This design comes from an exercise in tuning for small area, a short achievable clock period and few clock cycles per item on the open sky130 flow, not from production work. Where RTL was checked, it was by simulation tests only, not by an equivalence proof against the original. Power and IR drop assume default switching activity.

Setup of alpha:
==> flow/design.v (excerpt) <==
module expu_accumulator #(
    parameter int EXP_BITS  = 8,
    parameter int MANT_BITS = 7,
    parameter int N_ROWS    = 8,
    parameter int ACC_WIDTH = 32,
    parameter int ACC_FRAC  = 16,
    localparam int WIDTH    = EXP_BITS + MANT_BITS + 1
) (
    input  logic                      clk_i,
    input  logic                      rst_ni,
    input  logic                      clear_i,
    input  logic                      enable_i,
    input  logic                      valid_i,
    output logic                      ready_o,
    input  logic [N_ROWS-1:0]         strb_i,
    input  logic [N_ROWS*WIDTH-1:0]   op_i,
    input  logic                      last_i,
    output logic [ACC_WIDTH-1:0]      sum_o,
    output logic                      overflow_o,
    output logic                      valid_o,
    input  logic                      ready_i
);
    localparam int BLK   = 4;                   
    localparam int N_BLK = ACC_WIDTH / BLK;
    logic                 valid_q, part_q, ovf_q;
    logic [ACC_WIDTH-1:0] acc_q;                
    logic [N_BLK-1:1]     cy_q;                 
    logic                 handover, accept, keep;
    logic [N_ROWS-1:0]    lane_sat;
    logic [ACC_WIDTH-1:0] lane_val [N_ROWS];
    logic [ACC_WIDTH-1:0] acc_base, row_a, row_b, total;
    logic [N_BLK-1:1]     cy_base, cy_d;
  ...
Size in the first run: roughly 42 flip-flops, about 12000 um^2 of cells after synthesis.
export LEC_CHECK = 0
export CAP_MARGIN = 20
export CORE_MARGIN = 2
export CORE_UTILIZATION = 40
export SLEW_MARGIN = 20
export SYNTH_HIERARCHICAL = 1
create_clock -name core_clock -period 22.0 [get_ports {clk_i}]
standard.sh (not shown) runs the stock make flow with config.mk's settings and CLKGATE_MAP_FILE= SYNTH_SCRIPT=/design/flow/synth_recipe.tcl, a recipe that flattens the netlist after the stock synthesis.
==> flow/flow/run.sh <==
#!/bin/bash
# The standard layout (standard.sh: the ORFS flow, standard synthesis included), with two
# changes: the input and output port buffers are the smallest plain buffer, buf_1, instead of the
# cell buffer_ports picks by itself (a 10 um2 delay buffer); and timing repair aims at a setup
# slack of 12.8 ns (on the worst fifth of the endpoints) on the design's clock, so that it speeds up the critical paths.
set -euo pipefail
export BUFFER_PORTS_ARGS="-buffer_cell sky130_fd_sc_hd__buf_1"
export SETUP_SLACK_MARGIN=12.8
export TNS_END_PERCENT=20
bash standard.sh > standard_make.log 2>&1
What beta does differently from alpha at the input level:
--- a/flow/design.v
+++ b/flow/design.v
@@ -13,23 +13,14 @@
     input  logic b,
     output logic s,
     output logic co
 );
     assign s  = a ^ b;
     assign co = a & b;
 endmodule
-module expu_ready (
-    input  logic enable,
-    input  logic clear,
-    input  logic busy,
-    input  logic ready_in,
-    output logic ready
-);
-    assign ready = enable & ~clear & (~busy | ready_in);
-endmodule
 module expu_or8 (
     input  logic [7:0] a,
     input  logic       e,
     output logic       y
 );
     assign y = (|a) | e;
 endmodule
@@ -89,22 +80,16 @@
     logic [ACC_WIDTH-1:0] lane_val [N_ROWS];
     logic [ACC_WIDTH-1:0] acc_base, row_a, row_b, total;
     logic [N_BLK-1:1]     cy_base, cy_d;
     logic                 tree_high, ovf_early, ovf_d;
     logic [ACC_WIDTH-1:0] res;
     logic                 res_carry, res_ovf;
     assign handover = valid_q & ready_i & enable_i & ~clear_i;
-    expu_ready u_ready (
-        .enable   (enable_i),
-        .clear    (clear_i),
-        .busy     (valid_q),
-        .ready_in (ready_i),
-        .ready    (ready_o)
-    );
-    assign accept   = valid_i & enable_i & ~clear_i & (~valid_q | ready_i);
+    assign ready_o  = enable_i & ~clear_i & (~valid_q | ready_i);
+    assign accept   = valid_i & ready_o;
     assign keep     = part_q | (valid_q & ~handover);
     assign acc_base = acc_q & {ACC_WIDTH{keep}};
     assign cy_base  = cy_q & {(N_BLK-1){keep}};
     for (genvar i = 0; i < N_ROWS; i++) begin : g_lane
         logic [15:0] x;
         logic [7:0]  e;
         logic        on;
Area after synthesis grows slightly when moving from alpha to beta.
Post-detailed-route wirelength per cell: beta vs alpha up 0.72%
Fmax in beta is 0.86% lower than in alpha
Taking alpha as the reference, in beta time the worst path needs with I/O delays and setup increased by 0.080 ns relative to the old numbers; worst hold margin now sits at about the same level.
Compared with alpha, beta shows a lower number of fillers in the final layout.
Re share of cell area taken by muxes after synthesis: beta and alpha aren't equal, and the lower value belongs to alpha.
beta vs alpha, area growth from synthesis to layout went down by 0.40 points.
Going from alpha to beta, basic-gate share of the synthesized area counting and, or, nand and nor cells shrinks by 0.73 points.
Delta (beta minus alpha): core utilization was more or less identical; maximum ir drop on the vdd rail moved down; total net switching power went up about 1.4%; global routing usage on met2 went up.
Testbench counts of beta, summed over its fixed seeds: cycles 4,808, items 4,800.
The RTL of alpha was laid out without a check of its function.

---

Another version of the RTL of expu_accumulator (not shown whole).
Size: ~180 I/O pins, ~12000 µm² of cells after synthesis.
export LEC_CHECK = 0
export CAP_MARGIN = 20
export CORE_MARGIN = 2
export CORE_UTILIZATION = 40
export CTS_BUF_LIST = sky130_fd_sc_hd__clkbuf_4 sky130_fd_sc_hd__clkbuf_8
export SLEW_MARGIN = 20
export SYNTH_HIERARCHICAL = 1
create_clock -name core_clock -period 22.0 [get_ports {clk_i}]
==> flow/flow/run.sh <==
#!/bin/bash
# The standard layout (standard.sh: the ORFS flow, standard synthesis included), with two
# changes: the input and output port buffers are the smallest plain buffer, buf_1, instead of the
# cell buffer_ports picks by itself (a 10 um2 delay buffer); and timing repair aims at a setup
# slack of 12.7 ns on the design's clock, so that it speeds up the critical paths.
set -euo pipefail
export BUFFER_PORTS_ARGS="-buffer_cell sky130_fd_sc_hd__buf_1"
export SETUP_SLACK_MARGIN=12.7
bash standard.sh > standard_make.log 2>&1
Testbench counts at the start, summed over its fixed seeds: cycles 4,808, items 4,800.
==> next run, changes <==
--- a/flow/design.v
+++ b/flow/design.v
@@ -13,14 +13,23 @@
     input  logic b,
     output logic s,
     output logic co
 );
     assign s  = a ^ b;
     assign co = a & b;
 endmodule
+module expu_ready (
+    input  logic enable,
+    input  logic clear,
+    input  logic busy,
+    input  logic ready_in,
+    output logic ready
+);
+    assign ready = enable & ~clear & (~busy | ready_in);
+endmodule
 module expu_or8 (
     input  logic [7:0] a,
     output logic       y
 );
     assign y = |a;
 endmodule
 module expu_add4_lo (
@@ -123,16 +132,22 @@
     logic [ACC_WIDTH-1:0] lane_val [N_ROWS];
     logic [ACC_WIDTH-1:0] acc_base, row_a, row_b, total;
     logic [N_BLK-1:1]     cy_base, cy_d;
     logic                 tree_high, ovf_early, ovf_d;
     logic [ACC_WIDTH-1:0] res;
     logic                 res_carry, res_ovf;
     assign handover = valid_q & ready_i & enable_i & ~clear_i;
-    assign ready_o  = enable_i & ~clear_i & (~valid_q | ready_i);
-    assign accept   = valid_i & ready_o;
+    expu_ready u_ready (
+        .enable   (enable_i),
+        .clear    (clear_i),
+        .busy     (valid_q),
+        .ready_in (ready_i),
+        .ready    (ready_o)
+    );
+    assign accept   = valid_i & enable_i & ~clear_i & (~valid_q | ready_i);
     assign keep     = part_q | (valid_q & ~handover);
     assign acc_base = acc_q & {ACC_WIDTH{keep}};
     assign cy_base  = cy_q & {(N_BLK-1){keep}};
     for (genvar i = 0; i < N_ROWS; i++) begin : g_lane
         logic [15:0] x;
         logic [7:0]  e;
         logic        on;
What happened: Power rose by about 0.9%; register-to-register slack stays flat; maximum frequency is about the same; design area is about the same; non-clock buffer count went down by 1.
The RTL of the second run of this note was laid out without a check of its function.

---

== run A ==
expu_accumulator, a different RTL version from the one above (not shown whole).
For scale: about 1400 cells after synthesis, roughly 42 flip-flops, roughly 180 I/O pins.
Settings: LEC_CHECK=0, CAP_MARGIN=20, CORE_MARGIN=2, CORE_UTILIZATION=40, CTS_BUF_LIST=sky130_fd_sc_hd__clkbuf_4 sky130_fd_sc_hd__clkbuf_8, SLEW_MARGIN=20, SYNTH_HIERARCHICAL=1; clock period 22.0 ns.
==> flow/flow/run.sh <==
#!/bin/bash
# The standard layout (standard.sh: the ORFS flow, standard synthesis included), with two
# changes: the input and output port buffers are the smallest plain buffer, buf_1, instead of the
# cell buffer_ports picks by itself (a 10 um2 delay buffer); and timing repair aims at a setup
# slack of 12.6 ns on the design's clock, so that it speeds up the critical paths.
set -euo pipefail
export BUFFER_PORTS_ARGS="-buffer_cell sky130_fd_sc_hd__buf_1"
export SETUP_SLACK_MARGIN=12.6
bash standard.sh > standard_make.log 2>&1
Input-level comparison between run B and run A:
--- a/flow/design.v
+++ b/flow/design.v
@@ -8,41 +8,24 @@
     assign s  = a ^ b ^ c;
     assign co = (a & b) | (a & c) | (b & c);
 endmodule
 module expu_ha (
     input  logic a,
     input  logic b,
     output logic s,
     output logic co
 );
     assign s  = a ^ b;
     assign co = a & b;
 endmodule
-module expu_result (
-    input  logic [31:0] acc,
-    input  logic [7:1]  cy,
-    input  logic        ovf,
-    output logic [31:0] sum,
-    output logic        sat
-);
-    logic [31:0] cy_vec, res;
-    logic        carry;
-    always_comb begin
-        cy_vec = '0;
-        for (int k = 1; k < 8; k++) cy_vec[4*k] = cy[k];
-    end
-    assign {carry, res} = {1'b0, acc} + {1'b0, cy_vec};
-    assign sat = ovf | carry;
-    assign sum = res | {32{sat}};
-endmodule
 module expu_or8 (
     input  logic [7:0] a,
     output logic       y
 );
     assign y = |a;
 endmodule
 module expu_add4_lo (
     input  logic [3:0] a,
     input  logic [3:0] b,
     output logic [3:0] s,
     output logic       co
 );
@@ -132,24 +115,26 @@
 );
     localparam int BLK   = 4;                   
     localparam int N_BLK = ACC_WIDTH / BLK;
     logic                 valid_q, part_q, ovf_q;
     logic [ACC_WIDTH-1:0] acc_q;                
     logic [N_BLK-1:1]     cy_q;                 
     logic                 handover, accept, keep;
     logic [N_ROWS-1:0]    lane_sat;
     logic [ACC_WIDTH-1:0] lane_val [N_ROWS];
     logic [ACC_WIDTH-1:0] acc_base, row_a, row_b, total;
     logic [N_BLK-1:1]     cy_base, cy_d;
     logic                 tree_high, ovf_early, ovf_d;
+    logic [ACC_WIDTH-1:0] res;
+    logic                 res_carry, res_ovf;
     assign handover = valid_q & ready_i & enable_i & ~clear_i;
     assign ready_o  = enable_i & ~clear_i & (~valid_q | ready_i);
     assign accept   = valid_i & ready_o;
     assign keep     = part_q | (valid_q & ~handover);
     assign acc_base = acc_q & {ACC_WIDTH{keep}};
     assign cy_base  = cy_q & {(N_BLK-1){keep}};
     for (genvar i = 0; i < N_ROWS; i++) begin : g_lane
         logic [15:0] x;
         logic [7:0]  e;
         logic        on;
         logic [8:0]  g;
         logic [10:0] h;
@@ -166,29 +151,27 @@
         assign g[7] = e[0] ? x[6] : 1'b1;
         assign g[8] = e[0];
         for (genvar k = 0; k < 11; k++) begin : g_h
             if (k < 2)      assign h[k] = g[k] & ~e[1];
             else if (k < 9) assign h[k] = e[1] ? g[k-2] : g[k];
             else            assign h[k] = g[k-2] & e[1];
         end
         for (genvar k = 0; k < 15; k++) begin : g_f
             if (k < 4)       assign f[k] = h[k] & ~e[2];
             else if (k < 11) assign f[k] = e[2] ? h[k-4] : h[k];
             else             assign f[k] = h[k-4] & e[2];
         end
-        assign oh[0] = on & (e == 8'd111);
-        assign oh[1] = on & (e[7:3] == 5'd14);
-        assign oh[2] = on & (e[7:3] == 5'd15);
-        assign oh[3] = on & (e[7:3] == 5'd16);
-        assign oh[4] = on & (e[7:3] == 5'd17) & (e[2:0] != 3'd7);
+        for (genvar k = 0; k < 5; k++) begin : g_oh
+            assign oh[k] = on & (e[7:3] == 5'(13 + k));
+        end
         for (genvar j = 0; j < ACC_WIDTH; j++) begin : g_val
             logic t;
             always_comb begin
                 t = 1'b0;
                 for (int k = 0; k < 5; k++)
                     if (j + 14 - 8*k >= 0 && j + 14 - 8*k <= 14) t = t | (oh[k] & f[j + 14 - 8*k]);
             end
             assign lane_val[i][j] = t;
         end
     end
     logic ts0, tc0, ts1, tc1, ts2, tc2, ts3, tc3, ts4, tc4, ts5, tc5;
     logic ts6, tc6, ts7, tc7, ts8, tc8, ts9, tc9, ts10, tc10, ts11, tc11;
@@ -494,21 +477,23 @@
                 valid_q <= last_i;
                 part_q  <= ~last_i;
             end else if (handover) begin
                 valid_q <= 1'b0;
             end
             ovf_q <= ovf_d;
         end
     end
     always_ff @(posedge clk_i) begin
         acc_q <= total;
         cy_q  <= cy_d;
     end
-    expu_result u_result (
-        .acc (acc_q),
-        .cy  (cy_q),
-        .ovf (ovf_q),
-        .sum (sum_o),
-        .sat (overflow_o)
-    );
+    always_comb begin
+        logic [ACC_WIDTH-1:0] cy_vec;
+        cy_vec = '0;
+        for (int k = 1; k < N_BLK; k++) cy_vec[BLK*k] = cy_q[k];
+        {res_carry, res} = {1'b0, acc_q} + {1'b0, cy_vec};
+    end
+    assign res_ovf = ovf_q | res_carry;
+    assign sum_o      = res | {ACC_WIDTH{res_ovf}};
+    assign overflow_o = res_ovf;
     assign valid_o    = valid_q;
 endmodule
--- outcome ---
Compare run B and run A | relative area of non-clock buffer cells in the final design higher: run B. For run B, the origin of the worst setup path was ready_i, unlike run A, where it was enable_i. Against run A, run B comes in 40 ps higher on minimum period implied by the final worst setup slack. [run B] vertical die dimension rose 0.80% relative to run A. Higher post-synthesis share of cell area spent on full adders, half adders and majority gates was reported by run A, not run B. On run B: layout multi-input combinational cell count is 21 higher than what run A gave. Count of cells along the worst register-to-register path: run B > run A. Looking at area fraction in and, or, nand and nor cells after synthesis, run B sits above run A. The die area in run B sits 1.6% above the value recorded for run A. [compare] base=run A new=run B: via count went up, cell area after layout went up.
No run of this note included a check of the RTL's function; only the layout flow was run.

[separate check: timing with driven ports]
The results above use ideal ports. As a check the final layouts listed here were re-extracted and re-timed, cells and wires unchanged. Step 1, drivers: a clkbuf_16 drives clk_i and a buf_2 each remaining input, both assumed. Step 2 adds t to the input delays and takes it off the output delays; t is the mean of the earliest and latest rising clock arrival at the registers after step 1. Input paths then give back, and output paths get back, about the clock's delay inside the block. Three values: ideal ports, drivers, drivers and shift; two values: the first two.
| run | t, ns | slack for setup (ns) | worst setup path after step 2 | latest minus earliest clock arrival (ns) | slew at the worst register clock pin (ns) |
|---|---|---|---|---|---|
| alpha | 0.332 | 12.800 / 12.734 / 12.678 | input to register | 0.005 / 0.005 | 0.07 / 0.07 |
| beta | 0.340 | 12.719 / 12.686 / 12.555 | input to register | 0.011 / 0.011 | 0.07 / 0.07 |
| the first run of note 2 | 0.340 | 12.717 / 12.686 / 12.546 | input to register | 0.010 / 0.010 | 0.09 / 0.09 |
| the second run of note 2 | 0.353 | 12.731 / 12.708 / 12.494 | input to register | 0.011 / 0.011 | 0.09 / 0.09 |
| run A | 0.367 | 12.662 / 12.641 / 12.520 | input to register | 0.041 / 0.041 | 0.12 / 0.12 |
| run B | 0.372 | 12.622 / 12.591 / 12.475 | input to register | 0.038 / 0.038 | 0.12 / 0.12 |
After both steps every run listed still meets setup and hold. The setup slack of the second run of note 2, which loses most, moves by -0.023 ns with the drivers and by -0.237 ns with both steps.
